Source: an optimization exercise on an open RTL-to-GDS flow (aim: small area and a short achievable clock period). Production flows keep margins and buffers that such runs may drop.
At most, simulation tests tie the RTL to the original design; equivalence was not proved.
Power figures rest on the tool's default switching activity, not on a simulated workload.

==> inputs of 02-05 <==
==> flow/design.v <==
package rv_pkg;
  localparam int XLEN = 32;
  localparam int REG_ADDR_W = 5;
  localparam int NUM_REGS = 32;
endpackage
module rv_core_top (
  input  logic                          clk_i,
  input  logic                          arst_n_i,
  input  logic                          instr_valid_i,
  input  logic [rv_pkg::XLEN-1:0]       instr_i,
  input  logic [rv_pkg::XLEN-1:0]       pc_i,
  output logic                          rd_we_o,
  output logic [rv_pkg::REG_ADDR_W-1:0] rd_addr_o,
  output logic [rv_pkg::XLEN-1:0]       rd_data_o,
  output logic                          illegal_o
);
  logic [6:0] opcode;
  logic [2:0] funct3;
  logic [6:0] funct7;
  logic [4:0] rd, rs1, rs2;
  logic       is_lui, is_auipc, is_opimm, is_op, is_alu;
  logic       f7_zero, f7_alt, legal;
  assign opcode = instr_i[6:0];
  assign funct3 = instr_i[14:12];
  assign funct7 = instr_i[31:25];
  assign rd     = instr_i[11:7];
  assign rs1    = instr_i[19:15];
  assign rs2    = instr_i[24:20];
  assign is_lui   = (opcode == 7'b0110111);
  assign is_auipc = (opcode == 7'b0010111);
  assign is_opimm = (opcode == 7'b0010011);
  assign is_op    = (opcode == 7'b0110011);
  assign is_alu   = is_opimm | is_op;
  assign f7_zero  = (funct7 == 7'b0000000);
  assign f7_alt   = (funct7 == 7'b0100000);
  always_comb begin
    legal = is_lui | is_auipc;
    if (is_opimm) begin
      if (funct3 == 3'b001)      legal = f7_zero;
      else if (funct3 == 3'b101) legal = f7_zero | f7_alt;
      else                       legal = 1'b1;
    end
    if (is_op) begin
      legal = f7_zero | (f7_alt & (funct3 == 3'b000 || funct3 == 3'b101));
    end
  end
  logic [31:0] regs [1:31];
  logic [31:0] regs_nxt [1:31];
  logic [31:1] valid;
  logic [31:1] valid_nxt;
  logic [31:1] wr_en;
  logic [31:0] rs1_data, rs2_data;
  always_comb begin
    for (int i = 1; i < 32; i++) begin
      wr_en[i] = rd_we_o && (rd_addr_o == 5'(i));
    end
  end
  assign valid_nxt = valid | wr_en;
  always_comb begin
    for (int i = 1; i < 32; i++) begin
      regs_nxt[i] = wr_en[i] ? rd_data_o : regs[i];
    end
  end
  always_ff @(posedge clk_i or negedge arst_n_i) begin
    if (!arst_n_i) begin
      valid <= '0;
    end else begin
      valid <= valid_nxt;
    end
  end
  always_ff @(posedge clk_i) begin
    for (int i = 1; i < 32; i++) begin
      regs[i] <= regs_nxt[i];
    end
  end
  logic [31:1] rs1_sel, rs2_sel;
  always_comb begin
    for (int i = 1; i < 32; i++) begin
      rs1_sel[i] = (rs1 == 5'(i)) && valid_nxt[i];
      rs2_sel[i] = (rs2 == 5'(i)) && valid_nxt[i];
    end
  end
  always_comb begin
    rs1_data = '0;
    rs2_data = '0;
    for (int i = 1; i < 32; i++) begin
      rs1_data = rs1_data | ({32{rs1_sel[i]}} & regs_nxt[i]);
      rs2_data = rs2_data | ({32{rs2_sel[i]}} & regs_nxt[i]);
    end
  end
  logic [31:0] imm, op_a, op_b;
  logic [4:0]  shamt;
  assign imm  = is_alu ? {{20{instr_i[31]}}, instr_i[31:20]} : {instr_i[31:12], 12'b0};
  assign op_a = is_auipc ? pc_i : (is_lui ? 32'b0 : rs1_data);
  assign op_b = is_op ? rs2_data : imm;
  assign shamt = op_b[4:0];
  logic        do_sub, shift_left, arith;
  logic [32:0] sum;
  logic        lt_s, lt_u;
  logic [31:0] sh_in, sh_out, sh_rev;
  logic [31:0] result;
  assign do_sub = is_alu && ((funct3 == 3'b010) || (funct3 == 3'b011) ||
                             (is_op && funct3 == 3'b000 && instr_i[30]));
  assign sum    = {1'b0, op_a} + {1'b0, op_b ^ {32{do_sub}}} + {32'b0, do_sub};
  assign lt_u   = !sum[32];
  assign lt_s   = (op_a[31] ^ op_b[31]) ? op_a[31] : sum[31];
  assign shift_left = !funct3[2];
  assign arith      = instr_i[30] && op_a[31];
  always_comb begin
    for (int i = 0; i < 32; i++) sh_in[i] = shift_left ? op_a[31-i] : op_a[i];
  end
  assign sh_out = 32'($signed({arith, sh_in}) >>> shamt);
  always_comb begin
    for (int i = 0; i < 32; i++) sh_rev[i] = sh_out[31-i];
  end
  always_comb begin
    result = sum[31:0];
    if (is_alu) begin
      case (funct3)
        3'b001:  result = sh_rev;
        3'b010:  result = {31'b0, lt_s};
        3'b011:  result = {31'b0, lt_u};
        3'b100:  result = op_a ^ op_b;
        3'b101:  result = sh_out;
        3'b110:  result = op_a | op_b;
        3'b111:  result = op_a & op_b;
        default: result = sum[31:0];
      endcase
    end
  end
  logic wb_fire;
  assign wb_fire = instr_valid_i && legal && (rd != 5'b0);
  always_ff @(posedge clk_i or negedge arst_n_i) begin
    if (!arst_n_i) begin
      rd_we_o   <= 1'b0;
      illegal_o <= 1'b0;
      rd_addr_o <= '0;
      rd_data_o <= '0;
    end else begin
      rd_we_o   <= wb_fire;
      illegal_o <= instr_valid_i && !legal;
      if (wb_fire) begin
        rd_addr_o <= rd;
        rd_data_o <= result;
      end
    end
  end
endmodule
==> flow/run.sh <==
#!/bin/bash
# synth_recipe.tcl (not shown) runs the flow's synth.tcl, then flattens the netlist and writes it again
# the make line also repeats each setting of config.mk as NAME=value (left out here)
make -C /OpenROAD-flow-scripts/flow DESIGN_CONFIG=/design/flow/config.mk WORK_HOME=/design/flow/orfs CLKGATE_MAP_FILE= SYNTH_SCRIPT=/design/flow/synth_recipe.tcl finish
==> flow/config.mk <==
export PLATFORM = sky130hd
export DESIGN_NAME = rv_core_top
export DESIGN_NICKNAME = rv_core_top
export VERILOG_FILES = /design/flow/design.v
export SDC_FILE = /design/flow/constraint.sdc
export NUM_CORES = 4
export LEC_CHECK = 0
export ABC_AREA = 1
export CAP_MARGIN = 20
export CORE_MARGIN = 2
export CORE_UTILIZATION = 40
export SETUP_SLACK_MARGIN = 3
export SLEW_MARGIN = 20
==> flow/constraint.sdc <==
create_clock -name core_clock -period 9.0 [get_ports {clk_i}]
set_input_delay 1.8000 -clock core_clock [delete_from_list [all_inputs] [get_ports {clk_i}]]
set_output_delay 1.8000 -clock core_clock [all_outputs]
set_load 0.01 [all_outputs]
==> 10-07 (differences from 02-05) <==
--- a/flow/design.v
+++ b/flow/design.v
@@ -46,18 +46,10 @@
   end
   logic [31:0] regs [1:31];
-  logic [31:0] regs_nxt [1:31];
   logic [31:1] valid;
-  logic [31:1] valid_nxt;
   logic [31:1] wr_en;
-  logic [31:0] rs1_data, rs2_data;
+  logic [31:1] rd_ok;
   always_comb begin
     for (int i = 1; i < 32; i++) begin
       wr_en[i] = rd_we_o && (rd_addr_o == 5'(i));
-    end
-  end
-  assign valid_nxt = valid | wr_en;
-  always_comb begin
-    for (int i = 1; i < 32; i++) begin
-      regs_nxt[i] = wr_en[i] ? rd_data_o : regs[i];
     end
   end
@@ -66,67 +58,116 @@
       valid <= '0;
     end else begin
-      valid <= valid_nxt;
+      valid <= valid | wr_en;
     end
   end
   always_ff @(posedge clk_i) begin
     for (int i = 1; i < 32; i++) begin
-      regs[i] <= regs_nxt[i];
+      regs[i] <= ({32{wr_en[i]}} & rd_data_o) | ({32{!wr_en[i]}} & regs[i]);
     end
   end
+  assign rd_ok = valid & ~wr_en;
+  logic        a_reg, b_reg;
+  logic        rs1_fwd, rs2_fwd;
   logic [31:1] rs1_sel, rs2_sel;
+  logic [31:0] imm, op_a, op_b;
+  assign a_reg = !(is_lui || is_auipc);
+  assign b_reg = is_op;
+  assign rs1_fwd = rd_we_o && (rd_addr_o == rs1) && a_reg;
+  assign rs2_fwd = rd_we_o && (rd_addr_o == rs2) && b_reg;
   always_comb begin
     for (int i = 1; i < 32; i++) begin
-      rs1_sel[i] = (rs1 == 5'(i)) && valid_nxt[i];
-      rs2_sel[i] = (rs2 == 5'(i)) && valid_nxt[i];
+      rs1_sel[i] = (rs1 == 5'(i)) && rd_ok[i] && a_reg;
+      rs2_sel[i] = (rs2 == 5'(i)) && rd_ok[i] && b_reg;
     end
   end
+  assign imm = is_alu ? {{20{instr_i[31]}}, instr_i[31:20]} : {instr_i[31:12], 12'b0};
   always_comb begin
-    rs1_data = '0;
-    rs2_data = '0;
+    op_a = ({32{is_auipc}} & pc_i) | ({32{rs1_fwd}} & rd_data_o);
+    op_b = ({32{!b_reg}} & imm)    | ({32{rs2_fwd}} & rd_data_o);
     for (int i = 1; i < 32; i++) begin
-      rs1_data = rs1_data | ({32{rs1_sel[i]}} & regs_nxt[i]);
-      rs2_data = rs2_data | ({32{rs2_sel[i]}} & regs_nxt[i]);
+      op_a = op_a | ({32{rs1_sel[i]}} & regs[i]);
+      op_b = op_b | ({32{rs2_sel[i]}} & regs[i]);
     end
   end
-  logic [31:0] imm, op_a, op_b;
-  logic [4:0]  shamt;
-  assign imm  = is_alu ? {{20{instr_i[31]}}, instr_i[31:20]} : {instr_i[31:12], 12'b0};
-  assign op_a = is_auipc ? pc_i : (is_lui ? 32'b0 : rs1_data);
-  assign op_b = is_op ? rs2_data : imm;
-  assign shamt = op_b[4:0];
-  logic        do_sub, shift_left, arith;
-  logic [32:0] sum;
-  logic        lt_s, lt_u;
-  logic [31:0] sh_in, sh_out, sh_rev;
-  logic [31:0] result;
+  logic        do_sub;
+  logic [31:0] b_inv, bit_g, bit_t;
+  logic        c0_pre, c0_sum;
+  logic [31:0] pg_t [0:5];
+  logic [31:0] pg_g [0:5];
+  logic [31:0] carry;
+  logic [31:0] sum;
+  logic        cout, lt_s, lt_u;
   assign do_sub = is_alu && ((funct3 == 3'b010) || (funct3 == 3'b011) ||
                              (is_op && funct3 == 3'b000 && instr_i[30]));
-  assign sum    = {1'b0, op_a} + {1'b0, op_b ^ {32{do_sub}}} + {32'b0, do_sub};
-  assign lt_u   = !sum[32];
-  assign lt_s   = (op_a[31] ^ op_b[31]) ? op_a[31] : sum[31];
+  assign b_inv  = op_b ^ {32{do_sub}};
+  assign bit_g = op_a & b_inv;
+  assign bit_t = op_a | b_inv;
+  assign c0_pre = (op_a[0] & b_inv[0]) | (op_a[0] & do_sub) | (b_inv[0] & do_sub);
+  assign c0_sum = bit_g[0] | (bit_t[0] & do_sub);
+  always_comb begin
+    pg_g[0]    = bit_g;
+    pg_t[0]    = bit_t;
+    pg_g[0][0] = c0_pre;
+    for (int l = 0; l < 5; l++) begin
+      for (int i = 0; i < 32; i++) begin
+        if (i >= (1 << l)) begin
+          pg_g[l+1][i] = pg_g[l][i] | (pg_t[l][i] & pg_g[l][i - (1 << l)]);
+          pg_t[l+1][i] = pg_t[l][i] & pg_t[l][i - (1 << l)];
+        end else begin
+          pg_g[l+1][i] = pg_g[l][i];
+          pg_t[l+1][i] = pg_t[l][i];
+        end
+      end
+    end
+  end
+  assign carry = {pg_g[5][30:1], c0_sum, do_sub};
+  always_comb begin
+    sum[0] = op_a[0] ^ op_b[0];
+    sum[1] = (op_a[1] ^ op_b[1]) ^ (do_sub ^ c0_sum);
+    for (int i = 2; i < 32; i++) sum[i] = (bit_t[i] ^ carry[i]) ^ bit_g[i];
+  end
+  assign cout  = pg_g[5][31];
+  assign lt_u  = !cout;
+  assign lt_s  = !cout ^ op_a[31] ^ op_b[31];
+  logic        shift_left, fill;
+  logic [4:0]  shamt;
+  logic [31:0] sh_in, sh_out, sh_rev;
+  logic [31:0] sh_st [0:5];
+  assign shamt      = op_b[4:0];
   assign shift_left = !funct3[2];
-  assign arith      = instr_i[30] && op_a[31];
+  assign fill       = instr_i[30] && op_a[31] && !shift_left;
   always_comb begin
     for (int i = 0; i < 32; i++) sh_in[i] = shift_left ? op_a[31-i] : op_a[i];
   end
-  assign sh_out = 32'($signed({arith, sh_in}) >>> shamt);
+  always_comb begin
+    sh_st[0] = sh_in;
+    for (int l = 0; l < 5; l++) begin
+      for (int i = 0; i < 32; i++) begin
+        if (i + (1 << l) < 32) sh_st[l+1][i] = shamt[l] ? sh_st[l][i + (1 << l)] : sh_st[l][i];
+        else                   sh_st[l+1][i] = shamt[l] ? fill : sh_st[l][i];
+      end
+    end
+  end
+  assign sh_out = sh_st[5];
   always_comb begin
     for (int i = 0; i < 32; i++) sh_rev[i] = sh_out[31-i];
   end
-  always_comb begin
-    result = sum[31:0];
-    if (is_alu) begin
-      case (funct3)
-        3'b001:  result = sh_rev;
-        3'b010:  result = {31'b0, lt_s};
-        3'b011:  result = {31'b0, lt_u};
-        3'b100:  result = op_a ^ op_b;
-        3'b101:  result = sh_out;
-        3'b110:  result = op_a | op_b;
-        3'b111:  result = op_a & op_b;
-        default: result = sum[31:0];
-      endcase
-    end
-  end
+  logic sel_add, sel_sll, sel_slt, sel_sltu, sel_xor, sel_sr, sel_or, sel_and;
+  logic [31:0] result;
+  assign sel_add  = !is_alu || funct3 == 3'b000;
+  assign sel_sll  = is_alu && funct3 == 3'b001;
+  assign sel_slt  = is_alu && funct3 == 3'b010;
+  assign sel_sltu = is_alu && funct3 == 3'b011;
+  assign sel_xor  = is_alu && funct3 == 3'b100;
+  assign sel_sr   = is_alu && funct3 == 3'b101;
+  assign sel_or   = is_alu && funct3 == 3'b110;
+  assign sel_and  = is_alu && funct3 == 3'b111;
+  assign result = ({32{sel_add}} & sum)
+                | ({32{sel_sll}} & sh_rev)
+                | ({32{sel_sr}}  & sh_out)
+                | ({32{sel_xor}} & (op_a ^ op_b))
+                | ({32{sel_or}}  & (op_a | op_b))
+                | ({32{sel_and}} & (op_a & op_b))
+                | {31'b0, (sel_slt & lt_s) | (sel_sltu & lt_u)};
   logic wb_fire;
   assign wb_fire = instr_valid_i && legal && (rd != 5'b0);
CORE_UTILIZATION = 35   (was 40)
CTS_CLUSTER_DIAMETER = 100   (was unset)
CTS_CLUSTER_SIZE = 20   (was unset)
SETUP_SLACK_MARGIN = 4.2   (was 3)
TNS_END_PERCENT = 5   (was unset)
==> results.txt <==
metric	10-07	02-05
Outcome	complete, no violations	complete, no violations
Total number of tap cells	2,325	1,794
Clock Latency Late Sink	0.82 ns	0.79 ns
Routed met3 length	84.41 mm	58.79 mm
Clock share of power	32.8%	43.8%
Number of setup buffers added after CTS	167	223
Switching power	3.399 mW	3.334 mW
Total global-route track usage	52.12%	48.36%
Compound-Gate Fraction of Synth Area	4.661%	16.77%
Part of the Yosys area used for sequential elements	51.58%	39.32%
Multi-input logic area	28,510 µm²	31,750 µm²
Critical Path AT	6.28 ns	6.76 ns
Pre-CTS setup slack	0.9214 ns	0.6190 ns
Pin slew with the least headroom to its limit	1.252 ns	1.216 ns
Post-layout nets	7,977	8,797
DRT Pass-1 Iters	9	12
Combinational group power	1.58 mW	1.33 mW
Number of logic inverters in the finished layout	554	301
Largest fanout on the critical path	17	32
Count of routing violations after the opening detailed-route iteration	15,170	12,830
Sum of buffers and inverters on the critical path	7	5
Synthesized Nets	7,542	8,538
Power Density	146.4 nW/µm²	165.8 nW/µm²
Clock tree buffer count of the final layout	86	163
Placed Area	66,400 µm²	59,550 µm²
Die Height	422.0 µm	374.7 µm
The RTL of 02-05 was laid out without a check of its function.

[re-timing with driven ports]
How much do the figures lean on ideal ports? The routed layouts below were timed once more, with nothing changed but the port constraints. Step 1: set_driving_cell puts a clkbuf_16 on clk_i and a buf_2 on each other input, an assumption about the parent block. Step 2 moves the port delays by t, midway between the first and last clock arrival at a register: inputs arrive t later, outputs are due t later. That takes back most of the time a late clock gives input paths. Slacks: ideal / step 1 / step 2; pairs: ideal / step 1.
run	t, ns	setup slack, ns	clock arrival spread, ns	worst register clock-pin slew, ns	pins driven straight from the clock port
02-05	0.853	2.838 / 2.838 / 2.058	0.052 / 0.052	0.07 / 0.07	1
10-07	0.877	3.354 / 3.354 / 2.611	0.075 / 0.075	0.10 / 0.10	1
After both steps every run listed still meets setup and hold. For 02-05, which loses most, drivers alone change the setup slack by 0.000 ns; drivers and shift together by -0.780 ns.
